Background: an optimization exercise with open tools, aiming at small area. Do not read the settings as production practice.
RTL that was checked went through simulation tests only; none was proved equivalent to the original.

==> willow <==
==> flow/design.v <==
package skew_feeder_pkg;
    localparam int SF_DEPTH_DEFAULT      = 8;
    localparam int SF_ARRAY_M_DEFAULT    = 8;
    localparam int SF_DATA_WIDTH_DEFAULT = 32;
    typedef enum logic [1:0] {
        IDLE  = 2'd0,
        LOAD  = 2'd1,
        EMIT  = 2'd2,
        DRAIN = 2'd3
    } feeder_state_e;
    function automatic integer data_set_width(input integer array_m, input integer data_width);
        data_set_width = array_m * data_width;
    endfunction
    function automatic integer cnt_width(input integer depth, input integer array_m);
        cnt_width = $clog2(depth + array_m);
    endfunction
    function automatic integer idx_width(input integer depth);
        idx_width = (depth > 1) ? $clog2(depth) : 1;
    endfunction
    function automatic integer num_cols_width(input integer array_m);
        num_cols_width = $clog2(array_m) + 1;
    endfunction
endpackage
module feeder_row_buf
#(
    parameter int DEPTH      = skew_feeder_pkg::SF_DEPTH_DEFAULT,
    parameter int DATA_WIDTH = skew_feeder_pkg::SF_DATA_WIDTH_DEFAULT
) (
    input  logic                  clk_i,
    input  logic                  shift_i,
    input  logic                  hold_i,
    input  logic [DATA_WIDTH-1:0] tail_i,
    output logic [DATA_WIDTH-1:0] head_o
);
    localparam int W = DEPTH * DATA_WIDTH;
    logic [W-1:0] chain_q;    
    always_ff @(posedge clk_i) begin
        chain_q <= ~(({tail_i, chain_q[W-1:DATA_WIDTH]} | {W{hold_i}})
                   & (chain_q | {W{shift_i}}));
    end
    assign head_o = chain_q[DATA_WIDTH-1:0];
endmodule
module skew_feeder
#(
    parameter int DEPTH      = skew_feeder_pkg::SF_DEPTH_DEFAULT,
    parameter int ARRAY_M    = skew_feeder_pkg::SF_ARRAY_M_DEFAULT,
    parameter int DATA_WIDTH = skew_feeder_pkg::SF_DATA_WIDTH_DEFAULT,
    localparam int DATA_SET_WIDTH = ARRAY_M * DATA_WIDTH,
    localparam int NC_WIDTH       = $clog2(ARRAY_M) + 1
) (
    input  logic                      clk,
    input  logic                      reset,
    input  logic                      start,
    input  logic [NC_WIDTH-1:0]       num_cols,
    input  logic                      in_valid,
    output logic                      in_ready,
    input  logic [DATA_SET_WIDTH-1:0] in_data,
    output logic                      out_valid,
    output logic [DATA_SET_WIDTH-1:0] data_set_out,
    output logic                      drain_out,
    output logic                      busy,
    output logic [1:0]                dbg_state
);
    localparam int NUM_EMIT  = DEPTH + ARRAY_M - 1;         
    localparam int SEQ_W     = $clog2(DEPTH + NUM_EMIT + 4);
    localparam int OUT_FIRST = DEPTH + 2;                   
    localparam int LAST_EMIT = DEPTH + NUM_EMIT - 1;
    localparam int LAST_DRN  = LAST_EMIT + 3;
    logic [1:0]          state_q, state_d;
    logic [SEQ_W-1:0]    cnt_q, cnt_d;
    logic [NC_WIDTH-1:0] ncols_q;
    logic idle, load, emit, drain, accept;
    always_comb begin
        idle   = (state_q == skew_feeder_pkg::IDLE);
        load   = (state_q == skew_feeder_pkg::LOAD);
        emit   = (state_q == skew_feeder_pkg::EMIT);
        drain  = (state_q == skew_feeder_pkg::DRAIN);
        accept = load && in_valid;
    end
    always_comb begin
        state_d = state_q;
        unique case (state_q)
            skew_feeder_pkg::IDLE:  if (start) state_d = skew_feeder_pkg::LOAD;
            skew_feeder_pkg::LOAD:  if (accept && cnt_q == SEQ_W'(DEPTH - 1)) state_d = skew_feeder_pkg::EMIT;
            skew_feeder_pkg::EMIT:  if (cnt_q == SEQ_W'(LAST_EMIT)) state_d = skew_feeder_pkg::DRAIN;
            skew_feeder_pkg::DRAIN: if (cnt_q == SEQ_W'(LAST_DRN))  state_d = skew_feeder_pkg::IDLE;
            default:                state_d = skew_feeder_pkg::IDLE;
        endcase
        if (idle)                       cnt_d = '0;
        else if (accept || emit || drain) cnt_d = cnt_q + SEQ_W'(1);
        else                            cnt_d = cnt_q;
    end
    always_ff @(posedge clk or negedge reset) begin
        if (!reset) begin
            state_q <= skew_feeder_pkg::IDLE;
            cnt_q   <= '0;
        end else begin
            state_q <= state_d;
            cnt_q   <= cnt_d;
        end
    end
    always_ff @(posedge clk) begin
        if (idle && start) begin
            ncols_q <= num_cols;
        end
    end
    logic [ARRAY_M-1:0] esh_q, ehd_q;
    always_ff @(posedge clk) begin
        for (int k = 0; k < ARRAY_M; k++) begin
            esh_q[k] <=  (cnt_d >= SEQ_W'(OUT_FIRST + k));
            ehd_q[k] <= !(cnt_d >= SEQ_W'(OUT_FIRST + k));
        end
    end
    logic [ARRAY_M-1:0] flip_q;
    feeder_row_buf #(
        .DEPTH      (DEPTH),
        .DATA_WIDTH (1)
    ) u_flip (
        .clk_i   (clk),
        .shift_i (accept || esh_q[0]),
        .hold_i  (!accept && ehd_q[0]),
        .tail_i  (1'b0),
        .head_o  (flip_q[0])
    );
    always_ff @(posedge clk) begin
        flip_q[ARRAY_M-1:1] <= flip_q[ARRAY_M-2:0];
    end
    genvar c;
    generate
        for (c = 0; c < ARRAY_M; c++) begin : g_lane
            logic                  win;
            logic                  flip;
            logic                  pass_w, inv_w;
            logic [DATA_WIDTH-1:0] head;
            assign win = (cnt_q >= SEQ_W'(OUT_FIRST + c))
                      && (cnt_q <  SEQ_W'(OUT_FIRST + c + DEPTH))
                      && (ncols_q[NC_WIDTH-1] || (ncols_q[NC_WIDTH-2:0] > (NC_WIDTH-1)'(c)));
            assign flip   = flip_q[c] ^ 1'(c % 2);
            assign pass_w = win && !flip;
            assign inv_w  = win && flip;
            feeder_row_buf #(
                .DEPTH      (DEPTH),
                .DATA_WIDTH (DATA_WIDTH)
            ) u_lane (
                .clk_i   (clk),
                .shift_i (accept || esh_q[c]),
                .hold_i  (!accept && ehd_q[c]),
                .tail_i  (in_data[c*DATA_WIDTH +: DATA_WIDTH]),
                .head_o  (head)
            );
            assign data_set_out[c*DATA_WIDTH +: DATA_WIDTH] =
                (head & {DATA_WIDTH{pass_w}}) | (~head & {DATA_WIDTH{inv_w}});
        end
    endgenerate
    assign in_ready  = load;
    assign out_valid = (cnt_q >= SEQ_W'(OUT_FIRST)) && (cnt_q <= SEQ_W'(LAST_DRN - 1));
    assign drain_out = (cnt_q == SEQ_W'(LAST_DRN));
    assign busy      = !idle;
    assign dbg_state = state_q;
endmodule
==> flow/flow/run.sh <==
#!/bin/bash
# The standard layout (standard.sh), with two changes:
#  - the port buffers that buffer_ports inserts use the smallest buffer cell;
#  - clock tree synthesis clusters about 10 flip-flops per clkbuf_4 leaf
#    buffer, with clkbuf_16 at the root and clkbuf_8 in the trunk, and
#    inserts no dummy loads.
# make writes every tool's full log under orfs/logs/; standard.log has make's output.
set -euo pipefail
export BUFFER_PORTS_ARGS="-buffer_cell sky130_fd_sc_hd__buf_1"
export CTS_ARGS="-sink_clustering_enable -sink_clustering_size 10 -sink_clustering_max_diameter 35 -buf_list sky130_fd_sc_hd__clkbuf_4 -root_buf sky130_fd_sc_hd__clkbuf_16 -tree_buf sky130_fd_sc_hd__clkbuf_8 -dont_use_dummy_load -repair_clock_nets"
bash standard.sh > standard.log 2>&1
==> flow/standard.sh <==
#!/bin/bash
# synth_recipe.tcl (not shown) runs the flow's synth.tcl, then flattens the netlist and writes it again
# the make line also repeats each setting of config.mk as NAME=value (left out here)
make -C /OpenROAD-flow-scripts/flow DESIGN_CONFIG=/design/flow/config.mk WORK_HOME=/design/flow/orfs CLKGATE_MAP_FILE= SYNTH_SCRIPT=/design/flow/synth_recipe.tcl "${@:-finish}"
==> flow/config.mk <==
export PLATFORM = sky130hd
export DESIGN_NAME = skew_feeder
export DESIGN_NICKNAME = skew_feeder
export VERILOG_FILES = /design/flow/design.v
export SDC_FILE = /design/flow/constraint.sdc
export NUM_CORES = 4
export LEC_CHECK = 0
export CAP_MARGIN = 20
export CORE_MARGIN = 2
export CORE_UTILIZATION = 80
export PLACE_DENSITY = 0.9
export SLEW_MARGIN = 20
==> flow/constraint.sdc <==
create_clock -name core_clock -period 5.0 [get_ports {clk}]
set_input_delay 1.0000 -clock core_clock [delete_from_list [all_inputs] [get_ports {clk}]]
set_output_delay 1.0000 -clock core_clock [all_outputs]
set_load 0.01 [all_outputs]
==> inputs of garnet, as changes to willow <==
--- a/flow/design.v
+++ b/flow/design.v
@@ -113,15 +113,17 @@
     end
-    logic [ARRAY_M-1:0] flip_q;
-    feeder_row_buf #(
-        .DEPTH      (DEPTH),
-        .DATA_WIDTH (1)
-    ) u_flip (
-        .clk_i   (clk),
-        .shift_i (accept || esh_q[0]),
-        .hold_i  (!accept && ehd_q[0]),
-        .tail_i  (1'b0),
-        .head_o  (flip_q[0])
-    );
+    logic               tgl_q;
+    logic [DEPTH-1:0]   par_q;
+    always_ff @(posedge clk or negedge reset) begin
+        if (!reset) begin
+            tgl_q <= 1'b0;
+        end else begin
+            tgl_q <= !tgl_q;
+        end
+    end
     always_ff @(posedge clk) begin
-        flip_q[ARRAY_M-1:1] <= flip_q[ARRAY_M-2:0];
+        for (int r = 0; r < DEPTH; r++) begin
+            if (accept && cnt_q[$clog2(DEPTH)-1:0] == $clog2(DEPTH)'(r)) begin
+                par_q[r] <= !tgl_q;
+            end
+        end
     end
@@ -133,2 +135,3 @@
             logic                  pass_w, inv_w;
+            logic [$clog2(DEPTH)-1:0] row;
             logic [DATA_WIDTH-1:0] head;
@@ -137,3 +140,4 @@
                       && (ncols_q[NC_WIDTH-1] || (ncols_q[NC_WIDTH-2:0] > (NC_WIDTH-1)'(c)));
-            assign flip   = flip_q[c] ^ 1'(c % 2);
+            assign row    = cnt_q[$clog2(DEPTH)-1:0] - $clog2(DEPTH)'(OUT_FIRST + c);
+            assign flip   = !(tgl_q ^ par_q[row]);
             assign pass_w = win && !flip;
Settings changed: CORE_UTILIZATION 80 to 75, PLACE_DENSITY 0.9 to 0.85.
==> impl_metrics.json <==
{
  "switchingPower_uw": 21440,
  "worstPathCellList": "inv_1, ha_1, mux4_2, mux2i_1, nor3b_4, a21oi_2, buf_4, mux2i_1, buf_1",
  "gp_congestion": 0.8976,
  "slowest_delay_ns": 0.59,
  "multi_input_area_share": 0.2603,
  "syn-cell-area_um2": 60720,
  "skew_ns": 0.07992,
  "synthMuxAreaShare": 0.02759,
  "status": "finished clean"
}
[end of results for garnet]
==> impl_metrics.json <==
{
  "switchingPower_uw": 22430,
  "skew_ns": 0.1072,
  "dpl_cell_area_um2": 63120,
  "synth_edf_count": 4,
  "place_ws_ns": 1.498,
  "h-tree-depth": 4,
  "drc": 0,
  "gp_congestion": 0.8480,
  "multi_input_area_um2": 17000,
  "worstPathCellList": "inv_1, ha_1, nor3_1, nor3_1, o22ai_2, buf_4, nor2_1, buf_1",
  "syn-cell-area_um2": 61430,
  "multi_input_area_share": 0.2614,
  "status": "finished clean",
  "synthMuxAreaShare": 0.0005092
}
[end of results for willow]
The RTL of willow was laid out without a check of its function.

re-timing with driven ports:
No port has a modelled driver above. Below, the same layouts with a new extraction and two added sets of constraints. Step 1, drivers: a clkbuf_16 drives clk and a buf_2 each remaining input, both assumed. Step 2 moves the port delays by t, midway between the first and last clock arrival at a register: inputs arrive t later, outputs are due t later. That takes back most of the time a late clock gives input paths. Three values: ideal, step 1, step 2; two values: the first two.
run	t (ns)	slack for setup (ns)	clock arrival spread, ns	pins driven straight from the clock port
willow	0.744	0.788 / 0.714 / 1.458	0.147 / 0.147	1
garnet	0.738	0.260 / 0.188 / 0.926	0.108 / 0.108	1
After both steps setup and hold are still met in every run listed.
